This design comes from an exercise in tuning for small area and few clock cycles per item on the open sky130 flow, not from production work.
Where RTL was checked, it was by simulation tests only, not by an equivalence proof against the original.

==> trial 79: inputs <==
// dct8_column_fixed_point
module dct8_column_fixed_point
(
    input  logic                aclk,
    input  logic                aresetn,
    input  logic                s_valid,
    output logic                s_ready,
    input  logic signed [15:0]  s_sample_0,
    input  logic signed [15:0]  s_sample_1,
    input  logic signed [15:0]  s_sample_2,
    input  logic signed [15:0]  s_sample_3,
    input  logic signed [15:0]  s_sample_4,
    input  logic signed [15:0]  s_sample_5,
    input  logic signed [15:0]  s_sample_6,
    input  logic signed [15:0]  s_sample_7,
    output logic                m_valid,
    input  logic                m_ready,
    output logic signed [18:0]  m_coef_0,
    output logic signed [17:0]  m_coef_1,
    output logic signed [17:0]  m_coef_2,
    output logic signed [17:0]  m_coef_3,
    output logic signed [18:0]  m_coef_4,
    output logic signed [17:0]  m_coef_5,
    output logic signed [17:0]  m_coef_6,
    output logic signed [17:0]  m_coef_7
);
make LEC_CHECK=0 CAP_MARGIN=20 CORE_MARGIN=2 CORE_UTILIZATION=60 CTS_CLUSTER_DIAMETER=80 CTS_CLUSTER_SIZE=20 SLEW_MARGIN=20 SYNTH_HIERARCHICAL=1 finish   # period 7.5 ns
run.sh (not shown) runs the stock make flow with config.mk's settings and CLKGATE_MAP_FILE= SYNTH_SCRIPT=/design/flow/synth_recipe.tcl, a recipe that flattens the netlist after the stock synthesis.
==> inputs of build 32, as changes to trial 79 <==
--- a/flow/config.mk
+++ b/flow/config.mk
@@ -7,8 +7,6 @@
 export LEC_CHECK = 0
 export CAP_MARGIN = 20
 export CORE_MARGIN = 2
-export CORE_UTILIZATION = 60
-export CTS_CLUSTER_DIAMETER = 80
-export CTS_CLUSTER_SIZE = 20
+export CORE_UTILIZATION = 68
 export SLEW_MARGIN = 20
 export SYNTH_HIERARCHICAL = 1
==> inputs of trial 17, as changes to trial 79 <==
--- a/flow/config.mk
+++ b/flow/config.mk
@@ -8,7 +8,7 @@
 export CAP_MARGIN = 20
 export CORE_MARGIN = 2
 export CORE_UTILIZATION = 60
-export CTS_CLUSTER_DIAMETER = 80
-export CTS_CLUSTER_SIZE = 20
+export CTS_BUF_LIST = sky130_fd_sc_hd__clkbuf_8
+export CTS_CLUSTER_SIZE = 30
 export SLEW_MARGIN = 20
 export SYNTH_HIERARCHICAL = 1
==> impl_metrics.env <==
export IMPL_worst_slack_ps=171
export IMPL_wl_met2_um=56900
export IMPL_start_util_pct=60.5
export IMPL_final_cells=5324
export IMPL_mostFrequentLayoutCells="fa_1 (1002), inv_1 (642), ha_1 (609), edfxtp_1 (281), clkdlybuf4s50_1 (240)"
export IMPL_status="complete, no violations"
export IMPL_met2_usage_pct=50.0
export IMPL_fillers=5790
# the run above: trial 79

==> impl_metrics.env <==
export IMPL_met2_usage_pct=56.2
export IMPL_start_util_pct=68.4
export IMPL_critPathBufInv=3
export IMPL_final_cells=5180
export IMPL_dominant_cells="multi-input combinational cells"
export IMPL_mostFrequentLayoutCells="fa_1 (1002), inv_1 (642), ha_1 (601), edfxtp_1 (281), clkdlybuf4s50_1 (240)"
export IMPL_status="complete, no violations"
export IMPL_overflow=0
export IMPL_wl_met2_um=56800
export IMPL_worst_slack_ps=75.9
export IMPL_fillers=4333
export IMPL_grt_max_degree=133
export IMPL_synth_compound_area_share_pct=7.78
# the run above: build 32

==> impl_metrics.env <==
export IMPL_wl_met2_um=57000
export IMPL_worst_slack_ps=142
export IMPL_fillers=5754
export IMPL_reg2reg_to="oq0_reg[15]"
export IMPL_clock_fmax_ghz=0.136
export IMPL_start_util_pct=60.5
export IMPL_status="complete, no violations"
export IMPL_final_cells=5385
export IMPL_mostFrequentLayoutCells="fa_1 (999), inv_1 (657), ha_1 (604), edfxtp_1 (281), clkdlybuf4s50_1 (236)"
# the run above: trial 17

Testbench counts of trial 79, summed over its fixed seeds: cycles 32,016, columns 32,000.
Testbench counts of build 32, summed over its fixed seeds: cycles 32,016, columns 32,000.
Testbench counts of trial 17, summed over its fixed seeds: cycles 32,016, columns 32,000.

==> 04-25: inputs <==
dct8_column_fixed_point, a different RTL version from the one above (not shown whole).
make LEC_CHECK=0 CAP_MARGIN=20 CORE_MARGIN=2 CORE_UTILIZATION=66 CTS_CLUSTER_DIAMETER=110 CTS_CLUSTER_SIZE=28 SLEW_MARGIN=20 SYNTH_HIERARCHICAL=1 finish   # period 7.5 ns
==> 03-27: changes against 04-25 <==
- CORE_UTILIZATION: 66 -> 60
==> comparison table <==
Status: 03-27 finished clean; 04-25 finished clean
Post-CTS Repair Setup Buffers: 03-27 52; 04-25 49
Multi-input gate area: 03-27 36020 sq um; 04-25 35920 sq um
X dimension of the die: 03-27 281.1 um; 04-25 268.2 um
Critical path depth: 03-27 16; 04-25 17
Clock Buffer Count: 03-27 15; 04-25 16
Detail-routed via count per cell: 03-27 5.434; 04-25 5.601
Hold Worst Slack: 03-27 0.4259 ns; 04-25 0.4259 ns
Filler cells: 03-27 5653; 04-25 4587
Non-clk bufs: 03-27 570; 04-25 550
Core Box Area: 03-27 75950 sq um; 04-25 68830 sq um
Hold Startpoint: 03-27 p0_r1[8]; 04-25 ev_r1[2]
Final critical-path share of the clock period: 03-27 98.62%; 04-25 98.43%
Achievable frequency: 03-27 135.2 MHz; 04-25 135.5 MHz
Number of global-route vias before repair: 03-27 31110; 04-25 31410
Layout Skew: 03-27 0.04916 ns; 04-25 0.04557 ns
Core Rows: 03-27 101; 04-25 96
Final design utilization: 03-27 70.39%; 04-25 77.14%
Area growth from synthesis to layout: 03-27 16.08%; 04-25 15.27%
Final period demand of the worst path: 03-27 7.396 ns; 04-25 7.382 ns
Setup slack after placement: 03-27 0.05345 ns; 04-25 -0.03304 ns
GR met2 Demand/Resource: 03-27 46.98%; 04-25 50.59%
Least-Margin Pin Slew: 03-27 0.9304 ns; 04-25 1.165 ns
No functional check of the RTL was part of any run of this note.

==> 04-18: inputs <==
dct8_column_fixed_point, a different RTL version from the one above (not shown whole).
Settings: LEC_CHECK=0, CAP_MARGIN=20, CORE_MARGIN=2, CORE_UTILIZATION=60, CTS_CLUSTER_DIAMETER=110, CTS_CLUSTER_SIZE=28, SLEW_MARGIN=20, SYNTH_HIERARCHICAL=1; clock period 7.5 ns.
==> 10-14 (differences from 04-18) <==
- CORE_UTILIZATION: 60 -> 54
==> results.json <==
{
  "period_share_pct": 97.6,
  "start_util_pct": 54.3,
  "status": "no timing/DRC/antenna violations",
  "finish.net_count": 6090,
  "path_buf_inv": 2,
  "drt-wirelength-per-cell_um": 19.9,
  "clock_skew_ns": 0.0232,
  "placement_rows": 107,
  "global_route.usage.total_pct": 25.9,
  "arrival_ns": 5.82,
  "final_layout_size_suffix_gt1_share_pct": 7.54,
  "well_tap_count": 1144,
  "nNonClkBuffers": 497,
  "post_layout_nonfiller_instances": 5480,
  "clkLatencyLatePin_ns": 0.55,
  "setup_ws_ns": 0.180
}
The numbers above come from 10-14.

==> results.json <==
{
  "period_share_pct": 99.1,
  "post_layout_nonfiller_instances": 5324,
  "global_route.usage.total_pct": 28.1,
  "placement_rows": 101,
  "start_util_pct": 60.7,
  "nNonClkBuffers": 456,
  "path_buf_inv": 4,
  "status": "no timing/DRC/antenna violations",
  "clkLatencyLatePin_ns": 0.56,
  "drt-wirelength-per-cell_um": 20.0,
  "well_tap_count": 1030,
  "clk_root_buffer_cell": "sky130_fd_sc_hd__clkbuf_16",
  "clock_skew_ns": 0.0413,
  "arrival_ns": 5.93,
  "setup_ws_ns": 0.0654,
  "mostFrequentLayoutCells": "sky130_fd_sc_hd__fa_1 (984), sky130_fd_sc_hd__inv_1 (707), sky130_fd_sc_hd__ha_1 (639)"
}
The numbers above come from 04-18.

Testbench counts of 04-18, summed over its fixed seeds: cycles 32,016, columns 32,000.
Testbench counts of 10-14, summed over its fixed seeds: cycles 32,016, columns 32,000.

==> inputs of 07-22 <==
RTL: one of the versions met above, not the one the previous note started from.
export LEC_CHECK = 0
export CAP_MARGIN = 20
export CORE_MARGIN = 2
export CORE_UTILIZATION = 60
export CTS_CLUSTER_DIAMETER = 100
export CTS_CLUSTER_SIZE = 24
export SLEW_MARGIN = 20
export SYNTH_HIERARCHICAL = 1
create_clock -name core_clock -period 7.5 [get_ports {aclk}]
==> 09-01 (differences from 07-22) <==
--- a/flow/config.mk
+++ b/flow/config.mk
@@ -10,4 +10,4 @@
 export CORE_UTILIZATION = 60
-export CTS_CLUSTER_DIAMETER = 100
-export CTS_CLUSTER_SIZE = 24
+export CTS_CLUSTER_DIAMETER = 110
+export CTS_CLUSTER_SIZE = 28
 export SLEW_MARGIN = 20
==> notes.md <==
status=complete, no violations; Post CTS Setup Buffer Count=44; fin cells=between 5k and 6k; worst setup path endpoint=m_coef_7[14]; post-layout util=69.3%; reg2reg start=qa_reg[14]; multi-input gate share of the layout cell area=67.9%; Num CTS Buffers=20; clkbuf count=21; worst slew pin tran=846 ps; vias in the first global route=approximately 32k; commonest cells after routing, fill and taps aside=fa_1, inv_1, ha_1, edfxtp_1, clkdlybuf4s50_1
(the above is from 07-22)
==> notes.md <==
vias in the first global route=about 32k; status=complete, no violations; commonest cells after routing, fill and taps aside=fa_1, inv_1, ha_1, edfxtp_1, clkdlybuf4s50_1; Num CTS Buffers=17; reg2reg start=sa_reg[13]; sequential cell area=8480 µm²; clkbuf count=18; GRT met1 Usage=between 30% and 40%; met2 WL=56.7 mm; Seq Cell Count=about 280; worst setup path endpoint=m_coef_1[15]; fin cells=between 5k and 6k; post-layout util=69.0%; Crit path largest cell delay=approximately 550 ps; worst slew pin tran=867 ps; multi-input gate share of the layout cell area=68.1%
(the above is from 09-01)
Testbench counts of 07-22, summed over its fixed seeds: cycles 32,016, columns 32,000.
Testbench counts of 09-01, summed over its fixed seeds: cycles 32,016, columns 32,000.

==> inputs of trial 57 <==
RTL: one of the versions met above, not the one the previous note started from.
clock: 7.5 ns
lec_check: 0
abc_clock_period_in_ps: 6000
cap_margin: 20
core_margin: 2
core_utilization: 60
cts_cluster_diameter: 110
cts_cluster_size: 28
slew_margin: 20
synth_hierarchical: 1
==> inputs of build 47, as changes to trial 57 <==
ABC_CLOCK_PERIOD_IN_PS = unset   (was 6000)
CORE_UTILIZATION = 66   (was 60)
==> inputs of trial 82, as changes to trial 57 <==
ABC_CLOCK_PERIOD_IN_PS = unset   (was 6000)
PLACE_DENSITY = 0.72   (was unset)
==> qor summary <==
| metric | trial 57 | trial 82 | build 47 |
|---|---|---|---|
| Status | finished clean | finished clean | finished clean |
| Die Outline Area | 0.0792 mm^2 | 0.0792 mm^2 | 0.0721 mm^2 |
| Buffer and inverter count on the worst path | 4 | 3 | 5 |
| Number of logic stages on the critical path including buffering | 16 | 17 | 19 |
| Detailed-routed wire length on met2 | 53500 um | 52300 um | 53600 um |
| Fraction of area in registers | 15.3% | 15.2% | 15.3% |
| Number of antenna violations at the first check in global routing | 10 | 17 | 12 |
| Clock buffer count from CTS | 16 | 15 | 15 |
| Layout cell share with drive strength beyond 1 | 6.64% | 7.00% | 6.83% |
| Clk tree area frac | 1.02% | 0.900% | 0.864% |
| Overall die height | 281 um | 281 um | 268 um |
| Filler instances | 5797 | 5659 | 4768 |
| Cell seen most often among critical-path stages | sky130_fd_sc_hd__fa_1 | sky130_fd_sc_hd__fa_1 | - |
| Critical path destination | m_coef_7[10] | m_coef_1[15] | m_coef_1[14] |
| Tap Cells | 1030 | 1030 | 931 |
| Place WS | -0.0534 ns | 0.0383 ns | -0.291 ns |
| Multi-input combinational cell area | 0.0359 mm^2 | 0.0358 mm^2 | 0.0358 mm^2 |
| NonClk Buf Share | 7.99% | 8.28% | 8.19% |
| R2R depth | 22 | 25 | 22 |
| Register-to-Register Setup Slack | 0.37 ns | 0.33 ns | 0.28 ns |
Testbench counts of trial 57, summed over its fixed seeds: cycles 32,016, columns 32,000.
Testbench counts of build 47, summed over its fixed seeds: cycles 32,016, columns 32,000.
Testbench counts of trial 82, summed over its fixed seeds: cycles 32,016, columns 32,000.

port drivers added, routing unchanged:
The flow's constraints put no driver on any port. The routed layouts listed below were extracted and timed again, unchanged, in two steps. Step 1 assumes that a clkbuf_16 drives the clock port and a buf_2 every other input. Step 2 adds t to the input delays and takes it off the output delays; t is the mean of the earliest and latest rising clock arrival at the registers after step 1. Input paths then give back, and output paths get back, about the clock's delay inside the block. Slacks: no drivers / after step 1 / after step 2; pairs: no drivers / after step 1.
run	t (ns)	setup WS [ns]	worst hold slack (ns)	latest minus earliest clock arrival (ns)	cell pins on the clock port's net
trial 79	0.633	0.171 / 0.103 / 0.063	0.461 / 0.461 / 0.461	0.030 / 0.031	1
build 32	0.671	0.076 / 0.009 / 0.079	0.468 / 0.468 / 0.468	0.026 / 0.026	1
trial 17	0.714	0.142 / 0.076 / 0.073	0.459 / 0.459 / 0.459	0.066 / 0.065	1
04-25	0.566	0.118 / 0.057 / -0.152	0.426 / 0.426 / 0.426	0.045 / 0.045	1
03-27	0.565	0.104 / 0.046 / -0.009	0.426 / 0.426 / 0.426	0.050 / 0.049	1
04-18	0.605	0.065 / 0.004 / -0.098	0.471 / 0.471 / 0.471	0.042 / 0.042	1
10-14	0.610	0.180 / 0.114 / -0.093	0.469 / 0.469 / 0.469	0.025 / 0.026	1
07-22	0.621	0.172 / 0.106 / 0.088	0.464 / 0.464 / 0.464	0.052 / 0.052	1
09-01	0.599	0.141 / 0.075 / 0.088	0.465 / 0.465 / 0.465	0.036 / 0.036	1
trial 57	0.605	0.065 / 0.004 / -0.098	0.471 / 0.471 / 0.471	0.042 / 0.042	1
build 47	0.589	0.161 / 0.098 / -0.176	0.465 / 0.465 / 0.465	0.034 / 0.034	1
trial 82	0.582	0.170 / 0.109 / -0.010	0.466 / 0.466 / 0.466	0.040 / 0.040	1
With both steps, setup timing fails in 7 of these runs, where it was met with ideal ports. The setup slack of build 47, which loses most, moves by -0.063 ns with the drivers and by -0.337 ns with both steps.
